This design comes from an exercise in tuning for small area, a short achievable clock period and few clock cycles per item on the open sky130 flow, not from production work. In this exercise RTL edits were held to simulation tests only and were not proved equivalent to the original. Power figures rest on the tool's default switching activity, not on a simulated workload.

==> design/flow/design.v <==
`timescale 1ns / 1ps
module arcade_stick_report_remapper_unit (
  input  logic          clk,
  input  logic          rst,
  input  logic          s_tvalid,
  output logic          s_tready,
  input  logic [63:0]   s_tdata,
  input  logic          s_tuser,
  output logic          m_tvalid,
  input  logic          m_tready,
  output logic [103:0]  m_tdata,
  output logic [2:0]    m_tuser,
  input  logic          cfg_valid,
  output logic          cfg_ready,
  input  logic          cfg_index,
  input  logic [1:0]    cfg_data
);
  localparam int NB = 15;    
  localparam int RW = 96;    
  logic           remap_enable;
  logic [1:0]     guide_mode;
  logic [NB-1:0]  held;
  logic           layer;
  logic [2:0]     kind;
  logic           pend;        
  logic [NB-1:0]  held_next;
  logic           layer_next;
  logic [2:0]     kind_next;
  logic [6:0]  in_length;
  logic [7:0]  in_rid, in_b4, in_b5, in_b22;
  logic        in_layer;
  logic [3:0]  in_button;
  logic [2:0]  in_slot;
  logic [15:0] in_value;
  assign in_length = s_tdata[6:0];
  assign in_rid    = s_tdata[14:7];
  assign in_b4     = s_tdata[22:15];
  assign in_b5     = s_tdata[30:23];
  assign in_b22    = s_tdata[38:31];
  assign in_layer  = s_tdata[39];
  assign in_button = s_tdata[43:40];
  assign in_slot   = s_tdata[46:44];
  assign in_value  = s_tdata[62:47];
  logic out_move;    
  logic accept, pkt_accept, wr_accept;
  assign out_move   = pend && (!m_tvalid || m_tready);
  assign s_tready   = !pend || !m_tvalid || m_tready;
  assign cfg_ready  = 1'b1;
  assign accept     = s_tvalid && s_tready;
  assign pkt_accept = accept && !s_tuser;
  assign wr_accept  = accept && s_tuser && (in_button != 4'd15) && (in_slot != 3'd7);
  always_comb begin
    held_next  = held;
    layer_next = layer;
    kind_next  = 3'd0;
    if (in_length != 7'd0) begin
      case (in_rid)
        8'h01: kind_next = 3'd1;
        8'h03: kind_next = 3'd2;
        8'h07: begin
          kind_next = 3'd3;
          if (!remap_enable) begin
            held_next[14] = in_b4[0];
          end else begin
            held_next[14] = 1'b0;
            if (guide_mode == 2'd1) layer_next = in_b4[0];
            else if (guide_mode == 2'd2) layer_next = layer ^ in_b4[0];
          end
        end
        8'h20: begin
          kind_next = 3'd4;
          held_next[3:0] = in_b5[3:0];
          held_next[4]   = in_b22[0];
          held_next[5]   = in_b22[1];
          held_next[6]   = in_b22[4];
          held_next[7]   = in_b22[5];
          held_next[8]   = in_b22[2];
          held_next[9]   = in_b22[6];
          held_next[10]  = in_b22[3];
          held_next[11]  = in_b22[7];
          held_next[12]  = in_b4[3];
          held_next[13]  = in_b4[2];
        end
        default: kind_next = 3'd0;
      endcase
    end
  end
  logic [RW-1:0] bind_row [2][NB];
  logic [15:0]   wr_value;
  assign wr_value = rst ? 16'd0 : in_value;
  for (genvar gl = 0; gl < 2; gl++) begin : g_layer
    for (genvar gb = 0; gb < NB; gb++) begin : g_button
      for (genvar gs = 0; gs < 7; gs++) begin : g_slot
        localparam int O = (gs == 0) ? 0 : (gs == 1) ? 16 : (gs == 2) ? 24 : 32 + 16 * (gs - 3);
        localparam int W = (gs == 1 || gs == 2) ? 8 : 16;
        logic load;
        assign load = rst || (wr_accept && (in_layer == gl[0]) &&
                              (in_button == 4'(gb)) && (in_slot == 3'(gs)));
        always_ff @(posedge clk) begin
          if (load) bind_row[gl][gb][O +: W] <= wr_value[W-1:0];
        end
      end
    end
  end
  logic [RW-1:0] acc;
  always_comb begin
    acc = '0;
    for (int b = 0; b < NB; b++) begin
      acc |= {RW{held[b] && !layer}} & bind_row[0][b];
      acc |= {RW{held[b] &&  layer}} & bind_row[1][b];
    end
  end
  logic [RW-1:0] out_acc;
  logic          out_layer;
  logic [2:0]    out_kind;
  always_ff @(posedge clk) begin
    if (rst) begin
      remap_enable <= 1'b0;
      guide_mode   <= 2'd0;
      held         <= '0;
      layer        <= 1'b0;
      pend         <= 1'b0;
      m_tvalid     <= 1'b0;
    end else begin
      if (cfg_valid) begin
        if (cfg_index) guide_mode <= cfg_data;
        else remap_enable <= cfg_data[0];
      end
      if (pkt_accept) begin
        held  <= held_next;
        layer <= layer_next;
        pend  <= 1'b1;
      end else if (out_move) begin
        pend  <= 1'b0;
      end
      if (out_move) m_tvalid <= 1'b1;
      else if (m_tready) m_tvalid <= 1'b0;
    end
  end
  always_ff @(posedge clk) begin
    if (pkt_accept) kind <= kind_next;
    if (out_move) begin
      out_acc   <= acc;
      out_layer <= layer;
      out_kind  <= kind;
    end
  end
  assign m_tuser = out_kind;
  assign m_tdata = {7'd0, out_layer, out_acc};
endmodule
==> design/flow/run.sh <==
#!/bin/bash
# synth_recipe.tcl (not shown) runs the flow's synth.tcl, then flattens the netlist and writes it again
# the make line also repeats each setting of config.mk as NAME=value (left out here)
make -C /OpenROAD-flow-scripts/flow DESIGN_CONFIG=/design/flow/config.mk WORK_HOME=/design/flow/orfs CLKGATE_MAP_FILE= SYNTH_SCRIPT=/design/flow/synth_recipe.tcl finish
==> design/flow/config.mk <==
export PLATFORM = sky130hd
export DESIGN_NAME = arcade_stick_report_remapper_unit
export DESIGN_NICKNAME = arcade_stick_report_remapper_unit
export VERILOG_FILES = /design/flow/design.v
export SDC_FILE = /design/flow/constraint.sdc
export NUM_CORES = 4
export LEC_CHECK = 0
export CAP_MARGIN = 20
export CORE_MARGIN = 2
export CORE_UTILIZATION = 45
export PLACE_DENSITY = 0.6
export SLEW_MARGIN = 20
==> design/flow/constraint.sdc <==
create_clock -name core_clock -period 4.0 [get_ports {clk}]
set_input_delay 0.8000 -clock core_clock [delete_from_list [all_inputs] [get_ports {clk}]]
set_output_delay 0.8000 -clock core_clock [all_outputs]
set_load 0.01 [all_outputs]
==> out/summary.txt, run 1 <==
Status: no timing/DRC/antenna violations
Cell row count: 181
Total CTS buffers: 320
I/O Buffers: 164
Routed len/inst: 34.11 um
Congestion Overflow GR: 0
WS Path Type: flop to output pin
GRT Total Usage: 26.65%
Comb pwr share: 3.2%
Number of global-route vias before repair: 61900
Fmax: 326.3 MHz
Area Overhead vs Synth: 16.77%
Ports: 183
Die X: 497.6 um
Register share of total power: 55.8%
Final design utilization: 52.73%
Buf/Inv on CP: 1
Register area share after synthesis: 82.09%
Starting Density: 45.16%
Yosys cell types: 59
Initial antenna violation count: 20
DP Worst Slack: 403.5 ps
Period utilisation layout: 76.63%
Finished Layout Cells: 9905
Complex-gate fraction of the synthesized area: 12.18%
Mapped Cells: 5954
Postcts setup bufs: 0
Overall power: 68.09 mW
HPWL Detailed: 194500 um
Clk latency of the worst-skew pair: 950 ps
Slew @ Worst Pin: 1259 ps
Switch Pwr: 14.16 mW
Max-cap viol count: 0
CTS H-Tree Depth: 5
Final Hold Fails: 0
Share of layout cells above drive strength 1: 14.48%
Pint: 53.93 mW
Sw frac: 20.79%
CTS tree: done
Synth Area in Adders: 0.01141%
Vias/cell: 6.476
Mux share of post-synthesis cell area: 0.5239%
Leakage power: 42.43 nW
PostCTS Resize Cnt: 0
Dpl cells: 9352
Critical Path End Type: output pin
Data arrival time of the critical path: 2270 ps
# setup viols final: 0
Die height: 497.6 um
Clk pwr share: 41.0%
DRT Pass-1 Iters: 6
Clock Skew: 63.36 ps
Synth Flop Type: edfxtp_1
Largest family of logic cells by synthesized area: compound AO/OA/AOI/OAI gates
Fin worst setup slack: 934.9 ps
Number of flops mapped to enable cells by yosys: 2983
Mean area per synthesized cell: 18.41 um^2
Routed Antenna Nets: 0
Largest net degree at the start of global routing: 151
Hold-fix buffers, CTS: 0
Crit start category: flop
Slowest CP cell: clkdlybuf4s50_1
Via count: 64140
Total number of clock tree sinks: 3004
Starting DRT DRC Count: 9508
Seq cells post-synth: 3004
Root Driver: clkbuf_16
Rel. slew slack: 15.88%
Final wirelength: 337900 um
# fillers: 19240
Final Max Tran Viols: 0
Core area: 242800 um^2
Max rail drop VDD: 0.0004049 V
Residual DRC count: 0
Post-layout min period: 3065 ps
Crit-path max FO: 7
Hold_ws: 317.1 ps
Mapped Area: 109600 um^2
First-pass GRT wire length: 474000 um
Gp weighted congestion: 0.8372
Clk buf depth: 4
Critical Path RT: 3200 ps
Synth Area in XOR/XNOR: 0.007989%
Critical Path Max Stage Delay: 590 ps
Full die area: 247600 um^2
CP top delay family: buffers and inverters
Simple-gate share of the synthesized area: 3.642%
PwrDens: 531.9 nW/um^2
Async SR Flop Fraction: 0%
Cells along the critical path: nand3b_1 -> clkdlybuf4s50_1
Clk slew on worst S/H paths: 60 ps
Min-delay worst type: input port to flop
Layout net count: 6546
RSZ-0062 raised after global routing: no
Ys Warns: 2
==> power by group through the flow <==
stage	Combinational [mW]	Clock (mW)	Sequential, mW
2_1_floorplan	0.873	0	38.5
3_3_place_gp	2.13	0	38.5
3_5_place_dp	2.17	0	38.6
4_1_cts	2.18	28.1	38.0
5_1_grt	2.27	29.3	38.2
6_report	2.19	27.9	38.0
==> routing by layer <==
metal | vias up | wire length, um | GRT usage, %
met2 | 4020 | 159500 | 42.40
met3 | 600 | 34950 | 4.506
met5 | - | 46 | 0
met1 | 33420 | 131700 | 37.55
met4 | 6 | 11630 | 8.674
li1 | 26100 | - | -
==> cells in the mapped netlist, types with 11 or more instances <==
library cell     n  area (um^2)
and3_1          46        287.8
o211ai_1        11        82.58
a21o_1         165         1239
a22oi_1        712         5345
clkbuf_1       273         1025
mux2_2          35        394.1
nor2b_1         30        187.7
nand4_1        106        663.1
a21oi_1        122        610.6
a222oi_1       170         1702
nand2_1        214        803.3
buf_1          111        416.7
a211oi_1        11        82.58
buf_2           30        150.1
mux2i_1         18        180.2
and4_1          18        157.7
nand2b_1        31        193.9
nand3_1        190        950.9
nor3_1          24        120.1
o21bai_1        48        360.4
edfxtp_1      2983        89580
a32o_1          11        110.1
o21ai_0         29        145.1
dfxtp_1         21        420.4
a221oi_1       161         1410
a221o_1         27        270.3
nor2_1          56        210.2
a22o_1         188         1647
==> worst reg2reg max path, stage by stage (launching register included) <==
cell      delay (ps)
dfxtp_4          770
buf_4            520
nor2b_1          270
a222oi_1         690
o211ai_1         300
==> flip-flops by register name (all words and copies together) (netlist names) <==
name,count
bind_row,2880
out_kind,3
guide_mode,2
out_acc,96
kind,3
pend,1
remap_enable,1
layer,1
m_tvalid,1
out_layer,1
held,15
==> cell type report <==
type,instances,area (um^2),share of cell area (%)
Antenna cell,4,10.01,0.007819
Clock inverter,162,1262,0.9862
Multi-Input combinational cell,2528,18230,14.24
Inverter,4,15.01,0.01173
Clock buffer,387,8387,6.551
Timing Repair Buffer,614,6051,4.726
Tap cell,3202,4006,3.129
Sequential cell,3004,90060,70.35
==> stage by stage <==
step	instance area, um^2	TNS, ps
global placement	118400	0
detailed placement	118400	0
floorplan	109700	-3870930
finish	128000	0
global route	128000	0
CTS	128000	0
==> cells in the final DEF (no fill, tap or decap), types with 31 or more instances in the layout <==
master	instances
edfxtp_1	2983
a22oi_1	712
buf_4	368
clkbuf_16	326
nand2_1	214
nand3_1	190
a22o_1	188
a222oi_1	170
a21o_1	165
clkdlybuf4s50_1	163
a221oi_1	161
a21oi_1	122
nand4_1	106
clkinv_1	83
buf_12	82
clkbuf_1	61
nor2_1	56
and3_1	46
clkinv_2	44
mux2_2	35
nand2b_1	31
==> worst paths after layout <==
check | from | end | slack [ps] | cells after the start
max | m_tvalid | s_tready | 930 | 2
min | rst | m_tvalid | 320 | 2
max reg2reg | layer | out_acc[58] | 1110 | 4
min reg2reg | kind[0] | out_kind[0] | 430 | 0
==> cell families after synthesis <==
kind of cell,count (synthesis)
other cells,2
compound gates,1699
mux,53
buf+inv,428
xor+xnor,1
flops,3004
fa+ha+maj,1
simple gates,766
Testbench counts, summed over its fixed seeds: cycles 12,015, items 12,000.
==> run 2: changes to the inputs <==
--- a/design/flow/design.v
+++ b/design/flow/design.v
@@ -46,3 +46,4 @@
   assign out_move   = pend && (!m_tvalid || m_tready);
-  assign s_tready   = !pend || !m_tvalid || m_tready;
+  assign s_tready   = (!pend || !m_tvalid || m_tready) && !clr &&
+                      !(wb_valid && s_tuser && (in_layer != phase));
   assign cfg_ready  = 1'b1;
@@ -87,17 +88,52 @@
   end
-  logic [RW-1:0] bind_row [2][NB];
-  logic [15:0]   wr_value;
-  assign wr_value = rst ? 16'd0 : in_value;
-  for (genvar gl = 0; gl < 2; gl++) begin : g_layer
-    for (genvar gb = 0; gb < NB; gb++) begin : g_button
-      for (genvar gs = 0; gs < 7; gs++) begin : g_slot
-        localparam int O = (gs == 0) ? 0 : (gs == 1) ? 16 : (gs == 2) ? 24 : 32 + 16 * (gs - 3);
-        localparam int W = (gs == 1 || gs == 2) ? 8 : 16;
-        logic load;
-        assign load = rst || (wr_accept && (in_layer == gl[0]) &&
-                              (in_button == 4'(gb)) && (in_slot == 3'(gs)));
-        always_ff @(posedge clk) begin
-          if (load) bind_row[gl][gb][O +: W] <= wr_value[W-1:0];
-        end
+  logic          phase;
+  logic          clr;
+  logic [RW-1:0] row_a [NB];
+  logic [RW-1:0] row_b [NB];
+  logic          wb_valid;
+  logic [3:0]    wb_button;
+  logic [2:0]    wb_slot;
+  logic [15:0]   wb_value;
+  logic          ld_en;
+  logic [3:0]    ld_button;
+  logic [2:0]    ld_slot;
+  logic [15:0]   ld_value;
+  logic          wr_direct;    
+  logic          wr_buffer;    
+  logic          wipe;
+  assign wipe      = rst || clr;
+  assign wr_direct = wr_accept && (in_layer != phase);
+  assign wr_buffer = wr_accept && (in_layer == phase);
+  assign ld_en     = wb_valid || wr_direct;
+  assign ld_button = wb_valid ? wb_button : in_button;
+  assign ld_slot   = wb_valid ? wb_slot : in_slot;
+  assign ld_value  = wipe ? 16'd0 : (wb_valid ? wb_value : in_value);
+  for (genvar gb = 0; gb < NB; gb++) begin : g_button
+    for (genvar gs = 0; gs < 7; gs++) begin : g_slot
+      localparam int O = (gs == 0) ? 0 : (gs == 1) ? 16 : (gs == 2) ? 24 : 32 + 16 * (gs - 3);
+      localparam int W = (gs == 1 || gs == 2) ? 8 : 16;
+      logic load;
+      assign load = wipe || (ld_en && (ld_button == 4'(gb)) && (ld_slot == 3'(gs)));
+      always_ff @(posedge clk) begin
+        row_a[gb][O +: W] <= load ? ld_value[W-1:0] : row_b[gb][O +: W];
+        row_b[gb][O +: W] <= row_a[gb][O +: W];
       end
+    end
+  end
+  always_ff @(posedge clk) begin
+    if (rst) begin
+      phase    <= 1'b0;
+      clr      <= 1'b1;
+      wb_valid <= 1'b0;
+    end else begin
+      phase    <= !phase;
+      clr      <= 1'b0;
+      wb_valid <= wr_buffer;
+    end
+  end
+  always_ff @(posedge clk) begin
+    if (wr_buffer) begin
+      wb_button <= in_button;
+      wb_slot   <= in_slot;
+      wb_value  <= in_value;
     end
@@ -108,4 +144,4 @@
     for (int b = 0; b < NB; b++) begin
-      acc |= {RW{held[b] && !layer}} & bind_row[0][b];
-      acc |= {RW{held[b] &&  layer}} & bind_row[1][b];
+      acc |= {RW{held[b] && (layer == phase)}} & row_a[b];
+      acc |= {RW{held[b] && (layer != phase)}} & row_b[b];
     end
==> out/summary.txt, run 2 <==
Hold Startpoint: row_a[3][44]
Routed len/inst: 31.54 um (-7.5%)
Reg2reg setup slack: 530 ps (-580 ps)
Finished Layout Cells: 12960 (+31%)
Clk latency of the worst-skew pair: 980 ps (+30 ps)
Data arrival time of the critical path: 2900 ps (+630 ps)
Clock Skew: 71.71 ps (+8.345 ps)
RSZ-0062 raised after global routing: no
Status: no timing/DRC/antenna violations
PwrDens: 530.3 nW/um^2 (-0.30%)
# setup viols final: 0 (unchanged)
Leakage power: 40.83 nW (-3.8%)
Rel. slew slack: 15.76% (-0.13 points)
Total number of clock tree sinks: 3030 (+0.87%)
Residual DRC count: 0 (unchanged)
Root Driver: clkbuf_16
Register area share after synthesis: 61.87% (-20 points)
Ports: 183 (unchanged)
Commonest non-fill, non-tap cell in the layout: dfxtp_1
Cell row count: 173 (-4.4%)
Area contributors post-synth: dfxtp_1 58%, nand2_1 6.8%, o21ai_0 5.4%
Post-layout min period: 3703 ps (+637.5 ps)
Initial antenna violation count: 26 (+30%)
Post-synth top area share: 58.09% (-24 points)
PostCTS Resize Cnt: 0 (unchanged)
Vias/cell: 6.525 (+0.75%)
Share of layout cells above drive strength 1: 10.77% (-3.7 points)
Clk slew on worst S/H paths: 70 ps (about the same)
Full die area: 226200 um^2 (-8.6%)
Max-cap viol count: 0 (unchanged)
Mapped Cells: 9732 (+63%)
Placed inst area: 106600 um^2 (-9.9%)
Dpl cells: 12390 (+32%)
Critical R2R Launch: phase
Min-delay worst type: flop to flop
Total CTS buffers: 320 (unchanged)
Fin worst setup slack: 297.5 ps (-637.5 ps)
Number of global-route vias before repair: 81170 (+31%)
Yosys cell types: 74 (+25%)
Critical Path End Type: output pin
First-pass GRT wire length: 580500 um (+22%)
Mean area per synthesized cell: 10.28 um^2 (-44%)
CTS tree: done
Count leader, synth: dfxtp_1
# fillers: 19580 (+1.7%)
Max rail drop VDD: 0.0004265 V (+5.3%)
Most frequent cells in the layout: 2888 x dfxtp_1, 1802 x nand2_1, 1082 x o21ai_0
CTS H-Tree Depth: 5 (unchanged)
Final Hold Fails: 0 (unchanged)
Largest net degree at the start of global routing: 179 (+19%)
GRT Total Usage: 34.97% (+8.3 points)
Post-synth top area cell: dfxtp_1
Final Max Tran Viols: 0 (unchanged)
RR Endpoint: out_acc[92]
Worst Hold End: row_b[3][44]
Largest regs: row_a (1440), row_b (1440), out_acc (96)
Period utilisation layout: 92.56% (+16 points)
Hold depth: 0 (-2)
Gp weighted congestion: 0.9051 (+8.1%)
Slew @ Worst Pin: 1264 ps (+4.527 ps)
Ys Warns: 3 (+1)
Hold-fix buffers, CTS: 0 (unchanged)
Worst R2R Path Depth: 5 (+1)
WS Path Type: flop to output pin
DP Worst Slack: -18.57 ps (-422.1 ps)
Post-synth top cells: 2904 x dfxtp_1, 1814 x nand2_1, 1082 x o21ai_0
HPWL Detailed: 233500 um (+20%)
Routed Antenna Nets: 0 (unchanged)
Final wirelength: 408600 um (+21%)
DRT Pass-1 Iters: 7 (+1)
Congestion Overflow GR: 0 (unchanged)
Via count: 84540 (+32%)
Die X: 475.6 um (-4.4%)
Postcts setup bufs: 0 (unchanged)
Clk buf depth: 4 (unchanged)
Number of flops mapped to enable cells by yosys: 126 (-96%)
Fmax: 270.1 MHz (-17%)
Die height: 475.6 um (-4.4%)
Seq cells post-synth: 3030 (+0.87%)
I/O Buffers: 164 (unchanged)
Area Overhead vs Synth: 16.78% (about the same)
Layout net count: 9812 (+50%)
Critical Path RT: 3200 ps (about the same)
Starting Density: 45.15% (about the same)
Mapped Area: 100100 um^2 (-8.7%)
Crit-path max FO: 4 (-3)
Core area: 221700 um^2 (-8.7%)
Starting DRT DRC Count: 13630 (+43%)
Synth Flop Type: dfxtp_1
Fin area: 116900 um^2 (-8.7%)
Async SR Flop Fraction: 0% (unchanged)
Crit start category: flop
[run 2: cell count changes after synthesis, moves of 164 or more]
cell	previous run	this run
edfxtp_1	2983	126
a22oi_1	712	451
nand2_1	214	1814
o21ai_0	29	1082
o211ai_1	11	293
mux2i_1	18	315
dfxtp_1	21	2904
a21o_1	165	1
clkbuf_1	273	656
[run 2: per-layer routing]
metal	global-route usage [%]	vias to the layer above	part of all wire, %
met2	53.20	5878	44
met3	7.836	1231	11
met1	46.31	41840	39
met4	18.64	16	5.9
li1	-	35570	-
met5	0	-	0.028
[run 2: worst max-delay path, stage by stage (launching register included)]
cell             delay [ps]
dfxtp_1                 420
buf_4                   260
xor2_1                  110
a311oi_1                380
buf_4                   220
clkdlybuf4s50_1         540
[run 2: cell families after synthesis]
family,synth area share [%]
AOI/OAI and AO/OA,20.24
xor gates and xnor gates,0.04377
adders and majority gates,0.01250
buffers and inverters,3.716
DFF,61.87
muxes,3.533
other,0.007504
and+or+nand+nor,10.58
[run 2: how the worst max path moves through the flow]
stage	startpoint	to	depth (start not counted)
6_report	phase	s_tready	5
5_1_grt	m_tvalid	s_tready	4
4_1_cts	phase	s_tready	5
3_5_place_dp	m_tready	row_a[11][77]	9
3_3_place_gp	m_tready	row_a[2][73]	9
2_1_floorplan	m_tready	out_acc[0]	2
[run 2: power by group]
| part | internal [mW] | switching (mW) | total, mW |
|---|---|---|---|
| clock network | 17.1 | 12.3 | 29.4 |
| registers | 30.4 | 0.0202 | 30.4 |
| logic | 0.499 | 1.65 | 2.14 |
| total | 48.1 | 13.9 | 62.0 |
[run 2: per-stage QoR]
step | power, mW | util (%) | hold WS (ps) | setup TNS [ps]
5_1_grt | 63.27 | 52.72 | 298.2 | 0
6_report | 61.97 | 52.72 | 298.0 | 0
3_5_place_dp | 33.16 | 48.09 | 332.6 | -30.13
2_1_floorplan | 32.03 | - | 323.6 | 0
4_1_cts | 61.94 | 52.71 | 300.0 | 0
3_3_place_gp | 33.16 | 48.09 | 327.8 | 0
[run 2: cell type report]
| cell class | count | area (um^2) | area share (%) |
|---|---|---|---|
| Antenna cell | 10 | 25.02 | 0.02141 |
| Clock buffer | 492 | 9610 | 8.224 |
| Clock inverter | 64 | 630.6 | 0.5396 |
| Inverter | 8 | 30.03 | 0.02570 |
| Multi-Input combinational cell | 5797 | 35070 | 30.01 |
| Sequential cell | 3030 | 61980 | 53.03 |
| Tap cell | 2975 | 3722 | 3.185 |
| Timing Repair Buffer | 581 | 5798 | 4.961 |
Testbench counts of run 2, summed over its fixed seeds: cycles 12,080, items 12,000.
==> run 3: changes to the inputs <==
--- a/design/flow/design.v
+++ b/design/flow/design.v
@@ -46,4 +46,8 @@
   assign out_move   = pend && (!m_tvalid || m_tready);
-  assign s_tready   = (!pend || !m_tvalid || m_tready) && !clr &&
-                      !(wb_valid && s_tuser && (in_layer != phase));
+  logic rdy_base;
+  logic wb_l1, wb_l0;
+  logic wr_l1, wr_l0;
+  assign wr_l1      = s_tuser && in_layer;
+  assign wr_l0      = s_tuser && !in_layer;
+  assign s_tready   = (rdy_base || m_tready) && !((wr_l1 && wb_l1) || (wr_l0 && wb_l0));
   assign cfg_ready  = 1'b1;
@@ -127,2 +131,4 @@
       wb_valid <= 1'b0;
+      wb_l1    <= 1'b1;
+      wb_l0    <= 1'b0;
     end else begin
@@ -131,2 +137,4 @@
       wb_valid <= wr_buffer;
+      wb_l1    <= wr_buffer && phase;
+      wb_l0    <= wr_buffer && !phase;
     end
@@ -140,2 +148,8 @@
   end
+  logic [NB-1:0] sel_a, sel_b;
+  logic [NB-1:0] held_new;
+  logic          layer_new;
+  assign held      = sel_a | sel_b;
+  assign held_new  = pkt_accept ? held_next : held;
+  assign layer_new = pkt_accept ? layer_next : layer;
   logic [RW-1:0] acc;
@@ -144,4 +158,4 @@
     for (int b = 0; b < NB; b++) begin
-      acc |= {RW{held[b] && (layer == phase)}} & row_a[b];
-      acc |= {RW{held[b] && (layer != phase)}} & row_b[b];
+      acc |= {RW{sel_a[b]}} & row_a[b];
+      acc |= {RW{sel_b[b]}} & row_b[b];
     end
@@ -155,3 +169,4 @@
       guide_mode   <= 2'd0;
-      held         <= '0;
+      sel_a        <= '0;
+      sel_b        <= '0;
       layer        <= 1'b0;
@@ -159,2 +174,3 @@
       m_tvalid     <= 1'b0;
+      rdy_base     <= 1'b1;
     end else begin
@@ -164,5 +180,6 @@
       end
+      sel_a <= held_new & {NB{layer_new != phase}};
+      sel_b <= held_new & {NB{layer_new == phase}};
+      layer <= layer_new;
       if (pkt_accept) begin
-        held  <= held_next;
-        layer <= layer_next;
         pend  <= 1'b1;
@@ -173,2 +190,3 @@
       else if (m_tready) m_tvalid <= 1'b0;
+      rdy_base <= !(pkt_accept || (pend && !out_move)) || !(out_move || (m_tvalid && !m_tready));
     end
--- a/design/flow/config.mk
+++ b/design/flow/config.mk
@@ -10,3 +10,7 @@
 export CORE_UTILIZATION = 45
+export CTS_BUF_LIST = sky130_fd_sc_hd__clkbuf_16 sky130_fd_sc_hd__clkbuf_8
+export CTS_CLUSTER_DIAMETER = 60
+export CTS_CLUSTER_SIZE = 24
 export PLACE_DENSITY = 0.6
+export SETUP_SLACK_MARGIN = 1.5
 export SLEW_MARGIN = 20
==> out/summary.txt, run 3 <==
DP Worst Slack: 308.8 ps (+327.4 ps)
Initial antenna violation count: 39 (+50%)
Ports: 183 (unchanged)
WS Path Type: flop to flop
CTS tree: done
Final design utilization: 52.01% (-0.71 points)
Fin worst setup slack: 1340 ps (+1043 ps)
Total CTS buffers: 184 (-43%)
Clock Skew: 49.35 ps (-22.36 ps)
Seq cells post-synth: 3048 (+0.59%)
Critical R2R Launch: sel_a[9]
Area Overhead vs Synth: 14.95%
TNS Setup: 0 ps (unchanged)
Area contributors post-synth: dfxtp_1 58%, a22oi_1 9.3%, a32o_1 5.4%
Hold Startpoint: row_a[1][13]
Critical Path Max Stage Delay: 750 ps (+210 ps)
Fmax: 375.9 MHz (+39%)
Clk slew on worst S/H paths: 90 ps (+20 ps)
GRT Total Usage: 41.52% (+6.5 points)
RSZ-0062 raised after global routing: yes
Die height: 476.8 um (+0.25%)
Area occupied by multi-input gates: 35330 um^2 (+0.75%)
Commonest non-fill, non-tap cell in the layout: dfxtp_1
Layout net count: 9089 (-7.4%)
Largest regs: row_a (1440), row_b (1440), out_acc (96)
DRT Pass-1 Iters: 12 (+5)
Final wirelength: 498900 um (+22%)
Congestion Overflow GR: 0 (unchanged)
Crit start category: flop
Critical Path RT: 4570 ps (+1370 ps)
Cells along the critical path: buf_12 -> a22oi_1 -> nand4_1 -> or4_1
RR Endpoint: out_acc[87]
Core area: 222300 um^2 (+0.29%)
Mean area per synthesized cell: 11.08 um^2 (+7.8%)
Hold depth: 0 (unchanged)
Post-synth top cells: 2922 x dfxtp_1, 1245 x a22oi_1, 647 x clkbuf_1
Final Hold Fails: 0 (unchanged)
Residual DRC count: 0 (unchanged)
I/O Buffers: 164 (unchanged)
Count leader, synth: dfxtp_1
Critical Path Source: sel_a[9]
Number of flops mapped to enable cells by yosys: 126 (unchanged)
Worst Hold End: row_b[1][13]
Hold-fix buffers, CTS: 0 (unchanged)
# fillers: 19530 (-0.26%)
CTS H-Tree Depth: 4 (-1)
Slew @ Worst Pin: 1063 ps (-200.2 ps)
Register area share after synthesis: 61.92% (about the same)
Routed Antenna Nets: 0 (unchanged)
Largest net degree at the start of global routing: 160 (-11%)
Data arrival time of the critical path: 3230 ps (+330 ps)
Status: no timing/DRC/antenna violations
Share of layout cells above drive strength 1: 12.33% (+1.6 points)
Most frequent cells in the layout: 2891 x dfxtp_1, 1244 x a22oi_1, 624 x nand2_1
Number of global-route vias before repair: 83180 (+2.5%)
Rel. slew slack: 29.10% (+13 points)
Via count: 89430 (+5.8%)
Max-cap viol count: 0 (unchanged)
Crit-path max FO: 34 (+30)
Synth Flop Type: dfxtp_1
Leakage power: 40.08 nW (-1.8%)
Post-synth top area cell: dfxtp_1
First-pass GRT wire length: 673900 um (+16%)
Min-delay worst type: flop to flop
Clk latency of the worst-skew pair: 920 ps (-60 ps)
Starting DRT DRC Count: 17500 (+28%)
Vias/cell: 7.351 (+13%)
Root Driver: clkbuf_16
Worst R2R Path Depth: 4 (-1)
Clk buf depth: 3 (-1)
Fin area: 115600 um^2 (-1.1%)
Ys Warns: 3 (unchanged)
Async SR Flop Fraction: 0% (unchanged)
Slowest CP cell: or4_1
Post-layout min period: 2660 ps (-1043 ps)
# setup viols final: 0 (unchanged)
Full die area: 227300 um^2 (+0.51%)
Starting Density: 45.25% (+0.098 points)
Cell row count: 173 (unchanged)
Mapped Cells: 9076 (-6.7%)
Post-synth top area share: 58.16% (+0.063 points)
Gp weighted congestion: 0.9714 (+7.3%)
Mapped Area: 100600 um^2 (+0.51%)
PwrDens: 467.7 nW/um^2 (-12%)
Hold_ws: 320.6 ps (+22.58 ps)
Die X: 476.8 um (+0.25%)
Critical Path End Type: flop
Yosys cell types: 68 (-8.1%)
Storage cell area: 62400 um^2 (+0.68%)
Total number of clock tree sinks: 3048 (+0.59%)
Final Max Tran Viols: 0 (unchanged)
Reg2reg setup slack: 1340 ps (+810 ps)
Max rail drop VDD: 0.0004048 V (-5.1%)
Placed inst area: 107200 um^2 (+0.60%)
Routed len/inst: 41.01 um (+30%)
HPWL Detailed: 289100 um (+24%)
Period utilisation layout: 66.50% (-26 points)
==> run 3: how the worst max path moves through the flow <==
stage | to | slack [ps] | cells after the start
after detailed placement | row_a[4][16] | 310 | 6
final | out_acc[87] | 1340 | 4
after floorplan | out_acc[0] | 1260 | 2
after global placement | row_a[4][4] | 340 | 7
after global routing | row_a[9][77] | 1400 | 7
after CTS | s_tready | 1430 | 3
==> run 3: layout make-up <==
type	instances	area share [%]
antenna	30	0.06493
clock buffer	201	4.253
clock inverter	130	1.357
inverter	6	0.01948
multi-input combinational	5088	30.56
sequential	3048	53.97
tap	2975	3.219
timing repair buffer	688	6.562
==> run 3: metal layers <==
metal	track usage [%]	vias to the layer above	wire length (um)
met5	0	-	98
met4	30.90	16	45640
met3	14.61	2197	75100
met2	58.01	8505	199800
met1	52.54	43860	178300
li1	-	34850	-
==> run 3: critical path, delay by kind of cell (launching register included) <==
kind | cells | cell delay, ps
AND/OR/NAND/NOR | 2 | 880
flip-flops | 1 | 610
AO/OA/AOI/OAI | 1 | 430
buffers and inverters | 1 | 320
==> run 3: through the flow <==
step / instances / total power [mW]
2_1_floorplan: 9082 / 31.94
3_3_place_gp: 11720 / 32.60
3_5_place_dp: 11720 / 32.61
4_1_cts: 12080 / 53.80
5_1_grt: 12140 / 55.06
6_report: 12170 / 54.07
==> run 3: kinds of logic after synthesis <==
family	share of synthesized area (%)
buf+inv	3.907
flops	61.92
compound gates	25.10
other cells	0.007466
xor+xnor	0.01742
simple gates	7.982
mux	1.067
==> run 3: power breakdown <==
group	internal [mW]	switching, mW
sequential	30.5	0.0238
combinational	0.347	1.16
clock	10.2	11.8
==> run 3: what timing repair did <==
action	in CTS	in global routing
pin swaps	11	9
resized for setup	198	111
gates cloned	2	2
endpoints found under the setup margin	1588	1079
setup buffers	34	52
Testbench counts of run 3, summed over its fixed seeds: cycles 12,080, items 12,000.
==> run 4: changes to the inputs <==
--- a/design/flow/config.mk
+++ b/design/flow/config.mk
@@ -10,5 +10,2 @@
 export CORE_UTILIZATION = 45
-export CTS_BUF_LIST = sky130_fd_sc_hd__clkbuf_16 sky130_fd_sc_hd__clkbuf_8
-export CTS_CLUSTER_DIAMETER = 60
-export CTS_CLUSTER_SIZE = 24
 export PLACE_DENSITY = 0.6
==> out/summary.txt, run 4 <==
Status: no timing/DRC/antenna violations
Clk slew on worst S/H paths: 60 ps (-30 ps)
CTS tree: done
Number of flops mapped to enable cells by yosys: 126 (unchanged)
Commonest non-fill, non-tap cell in the layout: dfxtp_1
Fmax: 374.0 MHz (-0.50%)
Finished Layout Cells: 12380 (+1.7%)
Fin worst setup slack: 1327 ps (-13.48 ps)
Initial antenna violation count: 40 (+2.6%)
Period utilisation layout: 66.84% (+0.34 points)
Total CTS buffers: 320 (+74%)
First-pass GRT wire length: 677900 um (+0.59%)
Share of layout cells above drive strength 1: 13.38% (+1.0 points)
TNS Setup: 0 ps (unchanged)
Register share of total power: 48.8% (-7.7 points)
Largest regs: row_a (1440), row_b (1440), out_acc (96)
Clk pwr share: 48.9% (+8.2 points)
Area Overhead vs Synth: 18.69%
Post-synth top area cell: dfxtp_1
Core area: 222300 um^2 (unchanged)
Crit start category: flop
Rel. slew slack: 15.38% (-14 points)
Post-synth top area share: 58.16% (unchanged)
Comb pwr share: 2.4% (-0.4 points)
Post-layout min period: 2673 ps (+13.48 ps)
Full die area: 227300 um^2 (unchanged)
Synth Flop Type: dfxtp_1
Mean area per synthesized cell: 11.08 um^2 (unchanged)
Mapped Cells: 9076 (unchanged)
CTS H-Tree Depth: 5 (+1)
I/O Buffers: 164 (unchanged)
Root Driver: clkbuf_16
Mapped Area: 100600 um^2 (unchanged)
Final Max Tran Viols: 0 (unchanged)
Routed len/inst: 40.48 um (-1.3%)
Number of global-route vias before repair: 84870 (+2.0%)
CP top delay family: flip-flops
Hold-fix buffers, CTS: 0 (unchanged)
Slew @ Worst Pin: 1269 ps (+205.9 ps)
Dpl cells: 11720 (unchanged)
Final Hold Fails: 0 (unchanged)
Clk buf depth: 4 (+1)
Starting DRT DRC Count: 17160 (-1.9%)
Async SR Flop Fraction: 0% (unchanged)
Hold_ws: 282.4 ps (-38.12 ps)
DRT Pass-1 Iters: 7 (-5)
Most frequent cells in the layout: 2891 x dfxtp_1, 1243 x a22oi_1, 624 x nand2_1
Ports: 183 (unchanged)
Largest net degree at the start of global routing: 160 (unchanged)
# setup viols final: 0 (unchanged)
Met3 usage: 15.57% (+0.97 points)
Switch Pwr: 13.76 mW (+5.9%)
Cells along the critical path: buf_4 -> a22oi_1 -> nand4_1 -> or4_1
Pint: 48.95 mW (+19%)
Via count: 90330 (+1.0%)
Max-cap viol count: 0 (unchanged)
Met2 Use GR: 57.98% (about the same)
Count leader, synth: dfxtp_1
Die height: 476.8 um (unchanged)
RSZ-0062 raised after global routing: yes
Clock Skew: 66.67 ps (+17.32 ps)
Layout net count: 9203 (+1.3%)
Crit-path max FO: 37 (+8.8%)
Buf/Inv on CP: 1 (unchanged)
Cell row count: 173 (unchanged)
WS Path Type: flop to flop
Clk latency of the worst-skew pair: 1000 ps (+80 ps)
Congestion Overflow GR: 0 (unchanged)
Final wirelength: 501100 um (+0.44%)
Seq cells post-synth: 3048 (unchanged)
Residual DRC count: 0 (unchanged)
Routed Antenna Nets: 0 (unchanged)
Yosys cell types: 68 (unchanged)
GRT busiest layer: met2
Die X: 476.8 um (unchanged)
GR Layer Usage met1: 52.26% (-0.27 points)
Area occupied by multi-input gates: 35280 um^2 (-0.14%)
Vias/cell: 7.297 (-0.72%)
Max rail drop VDD: 0.0003960 V (-2.2%)
Sw frac: 21.94% (-2.1 points)
Register area share after synthesis: 61.92% (unchanged)
Slowest CP cell: dfxtp_4
Starting Density: 45.25% (unchanged)
Critical Path Max Stage Delay: 1110 ps (+360 ps)
Area contributors post-synth: dfxtp_1 58%, a22oi_1 9.3%, a32o_1 5.4%
Min-delay worst type: input port to flop
Storage cell area: 62400 um^2 (unchanged)
PwrDens: 525.2 nW/um^2 (+12%)
DP Worst Slack: 308.8 ps (unchanged)
Gp weighted congestion: 0.9714 (unchanged)
Total number of clock tree sinks: 3048 (unchanged)
Final design utilization: 53.71% (+1.7 points)
HPWL Detailed: 289100 um (unchanged)
Critical Path RT: 4690 ps (+120 ps)
Data arrival time of the critical path: 3360 ps (+130 ps)
Critical Path End Type: flop
GRT Total Usage: 41.66% (+0.14 points)
Ys Warns: 3 (unchanged)
# fillers: 19090 (-2.2%)
Post-synth top cells: 2922 x dfxtp_1, 1245 x a22oi_1, 647 x clkbuf_1
Leakage power: 41.93 nW (+4.6%)
-- run 4: cell counts after synthesis --
No cell type changed its count.
-- run 4: metal layers --
metal / part of all wire (%) / vias to the layer above
met5: 0.042 / -
met4: 9.3 / 19
met3: 15 / 2351
met2: 40 / 8640
met1: 36 / 44170
li1: - / 35140
-- run 4: layout make-up --
| class | instances | share of cell area, % |
|---|---|---|
| multi-input cells | 5087 | 29.55 |
| clock inverters | 76 | 0.9076 |
| diodes | 33 | 0.06917 |
| flip-flops and latches | 3048 | 52.26 |
| inverters | 6 | 0.01886 |
| repair buffers | 667 | 6.104 |
| clock buffers | 486 | 7.967 |
| well taps | 2975 | 3.118 |
-- run 4: final timing paths --
| path | startpoint | end | slack [ps] | cells past startpoint |
|---|---|---|---|---|
| min | s_tdata[42] | wb_button[2] | 280 | 1 |
| max reg2reg | sel_a[14] | out_acc[22] | 1330 | 4 |
| max | sel_a[14] | out_acc[22] | 1330 | 4 |
| min reg2reg | row_a[13][30] | row_b[13][30] | 310 | 0 |
-- run 4: power groups by stage --
stage	combinational, mW	clock, mW	sequential (mW)
finish	1.48	30.6	30.6
global route	1.47	31.7	30.6
CTS	1.36	30.5	30.6
detailed placement	1.34	0	31.3
global placement	1.34	0	31.3
floorplan	0.656	0	31.3
-- run 4: worst register-to-register path, cell delays in order (launching register included) --
cell	delay, ps
dfxtp_4	1110
buf_4	680
a22oi_1	140
nand4_1	140
or4_1	350
-- run 4: cell families after synthesis --
| logic type | Yosys count | share of synthesized area [%] |
|---|---|---|
| simple gates | 1620 | 7.982 |
| buf+inv | 947 | 3.907 |
| other cells | 2 | 0.007466 |
| flops | 3048 | 61.92 |
| xor+xnor | 2 | 0.01742 |
| mux | 105 | 1.067 |
| compound gates | 3352 | 25.10 |
-- run 4: timing repair --
item                                     CTS  global route
endpoints found under the setup margin  1577           806
hold endpoints to repair                   0             0
resized for setup                        217            86
buffers inserted                          32            35
cloned                                     0             1
pin swaps                                 11             5
-- run 4: per-stage QoR --
stage / power, mW / area (um^2)
2_1_floorplan: 31.94 / 101200
3_3_place_gp: 32.60 / 107200
3_5_place_dp: 32.61 / 107200
4_1_cts: 62.44 / 118600
5_1_grt: 63.78 / 119300
6_report: 62.71 / 119400
==> run 5: changes to the inputs <==
--- a/design/flow/config.mk
+++ b/design/flow/config.mk
@@ -10,4 +10,7 @@
 export CORE_UTILIZATION = 45
+export CTS_BUF_LIST = sky130_fd_sc_hd__clkbuf_16 sky130_fd_sc_hd__clkbuf_8
+export CTS_CLUSTER_DIAMETER = 60
+export CTS_CLUSTER_SIZE = 30
 export PLACE_DENSITY = 0.6
-export SETUP_SLACK_MARGIN = 1.5
+export SETUP_SLACK_MARGIN = 1.6
 export SLEW_MARGIN = 20
==> out/summary.txt, run 5 <==
Yosys cell types: 68 (unchanged)
Reg2reg setup slack: 1450 ps (+120 ps)
Async SR Flop Fraction: 0% (unchanged)
CTS H-Tree Depth: 4 (-1)
Post-synth top cells: 2922 x dfxtp_1, 1245 x a22oi_1, 647 x clkbuf_1
Final wirelength: 482700 um (-3.7%)
Metal2 WL: 196200 um (-1.4%)
Period utilisation layout: 63.79% (-3.0 points)
Share of layout cells above drive strength 1: 13.70% (+0.32 points)
Buf/Inv on CP: 1 (unchanged)
Count leader, synth: dfxtp_1
Routed len/inst: 39.36 um (-2.8%)
Critical Path Max Stage Delay: 660 ps (-450 ps)
Commonest non-fill, non-tap cell in the layout: dfxtp_1
Cells along the critical path: buf_12 -> a221oi_1 -> nand3_1 -> or4_1
Post-synth top area cell: dfxtp_1
Synth Flop Type: dfxtp_1
Clk buf depth: 3 (-1)
Ys Warns: 3 (unchanged)
Full die area: 227300 um^2 (unchanged)
Largest net degree at the start of global routing: 161 (+0.63%)
GRT Total Usage: 40.13% (-1.5 points)
M1 WL: 177100 um (-1.0%)
Slowest CP cell: or4_1
Fmax: 391.9 MHz (+4.8%)
Clk latency of the worst-skew pair: 920 ps (-80 ps)
Hold-fix buffers, CTS: 0 (unchanged)
Sw frac: 24.90% (+3.0 points)
Number of flops mapped to enable cells by yosys: 126 (unchanged)
Mean area per synthesized cell: 11.08 um^2 (unchanged)
Crit start category: flop
Cell row count: 173 (unchanged)
Total number of clock tree sinks: 3048 (unchanged)
Starting DRT DRC Count: 16760 (-2.3%)
Max-cap viol count: 0 (unchanged)
HPWL Detailed: 290500 um (+0.47%)
Clk slew on worst S/H paths: 110 ps (+50 ps)
Crit-path max FO: 65 (+76%)
Final Max Tran Viols: 0 (unchanged)
Residual DRC count: 0 (unchanged)
Routed Antenna Nets: 0 (unchanged)
Mapped Cells: 9076 (unchanged)
Top Layer Used: met5
Starting Density: 45.25% (unchanged)
Status: no timing/DRC/antenna violations
Clock Skew: 50.80 ps (-15.88 ps)
Mapped Area: 100600 um^2 (unchanged)
Die X: 476.8 um (unchanged)
Min-delay worst type: input port to flop
Area contributors post-synth: dfxtp_1 58%, a22oi_1 9.3%, a32o_1 5.4%
Root Driver: clkbuf_16
Die height: 476.8 um (unchanged)
Met3 wire length: 69210 um (-9.0%)
TNS Setup: 0 ps (unchanged)
Clk pwr share: 39.9% (-9.0 points)
Core area: 222300 um^2 (unchanged)
Max rail drop VDD: 0.0005364 V (+35%)
Placed inst area: 107300 um^2 (about the same)
Total CTS buffers: 169 (-47%)
Via count: 89310 (-1.1%)
DRT Pass-1 Iters: 8 (+1)
Most frequent cells in the layout: 2891 x dfxtp_1, 1243 x a22oi_1, 624 x nand2_1
RSZ-0062 raised after global routing: yes
Largest regs: row_a (1440), row_b (1440), out_acc (96)
Data arrival time of the critical path: 3150 ps (-210 ps)
# setup viols final: 0 (unchanged)
I/O Buffers: 164 (unchanged)
Switch Pwr: 13.30 mW (-3.3%)
First-pass GRT wire length: 656800 um (-3.1%)
Fin area: 116900 um^2 (-2.0%)
Area Overhead vs Synth: 16.26%
Post-synth top area share: 58.16% (unchanged)
Critical Path End Type: flop
Register share of total power: 57.2% (+8.4 points)
PwrDens: 456.8 nW/um^2 (-13%)
CTS tree: done
Post-layout min period: 2552 ps (-121.7 ps)
Critical Path RT: 4590 ps (-100 ps)
Vias/cell: 7.284 (-0.19%)
Register area share after synthesis: 61.92% (unchanged)
Overall power: 53.41 mW (-15%)
Pint: 40.11 mW (-18%)
Congestion Overflow GR: 0 (unchanged)
Gp weighted congestion: 0.9630 (-0.86%)
Comb pwr share: 2.9% (+0.5 points)
CP top delay family: simple AND/OR/NAND/NOR gates
Leakage power: 40.76 nW (-2.8%)
Seq cells post-synth: 3048 (unchanged)
Slew @ Worst Pin: 1049 ps (-220.0 ps)
Rel. slew slack: 30.04% (+15 points)
Initial antenna violation count: 30 (-25%)
WS Path Type: flop to flop
Number of global-route vias before repair: 83100 (-2.1%)
Final Hold Fails: 0 (unchanged)
Layout net count: 9195 (-0.087%)
Ports: 183 (unchanged)
run 5: cell counts after synthesis:
Identical to the previous run, type by type.
run 5: power groups by stage:
stage,Sequential (mW),Combinational [mW],Clock [mW]
global placement,31.3,1.35,0
finish,30.6,1.54,21.3
global route,30.6,1.55,22.3
floorplan,31.3,0.671,0
detailed placement,31.3,1.35,0
CTS,30.6,1.42,21.2
run 5: metrics by stage:
| stage | std cells | worst slack [ps] | util (%) | hold WS (ps) |
|---|---|---|---|---|
| floorplan | 9082 | 1259 | - | 331.1 |
| global placement | 11740 | 119.6 | 48.27 | 332.4 |
| detailed placement | 11740 | 244.9 | 48.27 | 335.6 |
| CTS | 12160 | 1460 | 52.02 | 311.9 |
| global route | 12240 | 1443 | 52.58 | 264.1 |
| finish | 12260 | 1448 | 52.61 | 248.6 |
run 5: layer usage:
layer  GRT usage, %  up-vias
met5              0        -
met4          28.04       34
met3          12.93     1953
met2          56.38     8123
met1          51.98    44110
li1               -    35100
run 5: area by class of cell:
class | instances | area (um^2)
antenna | 23 | 57.56
sequential | 3048 | 62400
clock buffer | 184 | 4514
tap | 2975 | 3722
timing repair buffer | 807 | 8982
inverter | 6 | 22.52
multi-input combinational | 5090 | 35530
fill | 19380 | 105400
clock inverter | 129 | 1718
run 5: worst paths after layout:
kind	from	end	cells past startpoint
hold reg to reg	row_a[11][26]	row_b[11][26]	0
hold / removal	s_tdata[44]	wb_slot[0]	1
setup reg to reg	sel_b[11]	out_acc[56]	4
setup / recovery	sel_b[11]	out_acc[56]	4
run 5: kinds of logic (layout without fill, tap and decap cells):
kind of cell,after synthesis,after routing,share of synthesized area (%)
xor+xnor,2,2,0.01742
buf+inv,947,1126,3.907
flops,3048,3048,61.92
mux,105,105,1.067
other cells,2,31,0.007466
simple gates,1620,1622,7.982
compound gates,3352,3353,25.10
run 5: repair_timing:
action	4_1_cts	5_1_grt
gates cloned	5	8
setup endpoints to repair	1632	804
pin swaps	43	8
resized for setup	316	122
setup buffers	107	68

## port drivers added, routing unchanged
The flow's constraints put no driver on any port. The routed layouts listed below were extracted and timed again, unchanged, in two steps. Step 1 (the two cells are an assumption about what drives the block):
set clk [get_ports {clk}]
set_driving_cell -lib_cell sky130_fd_sc_hd__clkbuf_16 $clk
set_driving_cell -lib_cell sky130_fd_sc_hd__buf_2 [delete_from_list [all_inputs] $clk]
Step 2 times the ports against the registers' clock, not the clock port: input delays grow and output delays shrink by t, the midpoint of the rising clock arrivals with the driver on. a / b / c = no drivers / after step 1 / after step 2; a / b = the first two.
run | t (ns) | setup WS [ns] | cell pins on the clock port's net
run 1 | 1.014 | 0.935 / 0.840 / 0.262 | 1
run 2 | 1.044 | 0.297 / 0.202 / -0.116 | 1
run 3 | 0.992 | 1.340 / 1.340 / 0.566 | 1
run 4 | 1.056 | 1.327 / 1.327 / 0.494 | 1
run 5 | 0.984 | 1.448 / 1.400 / 0.702 | 1
Met with ideal ports but missed after step 2: setup timing in run 2. For run 4, which loses most, drivers alone change the setup slack by 0.000 ns; drivers and shift together by -0.833 ns.
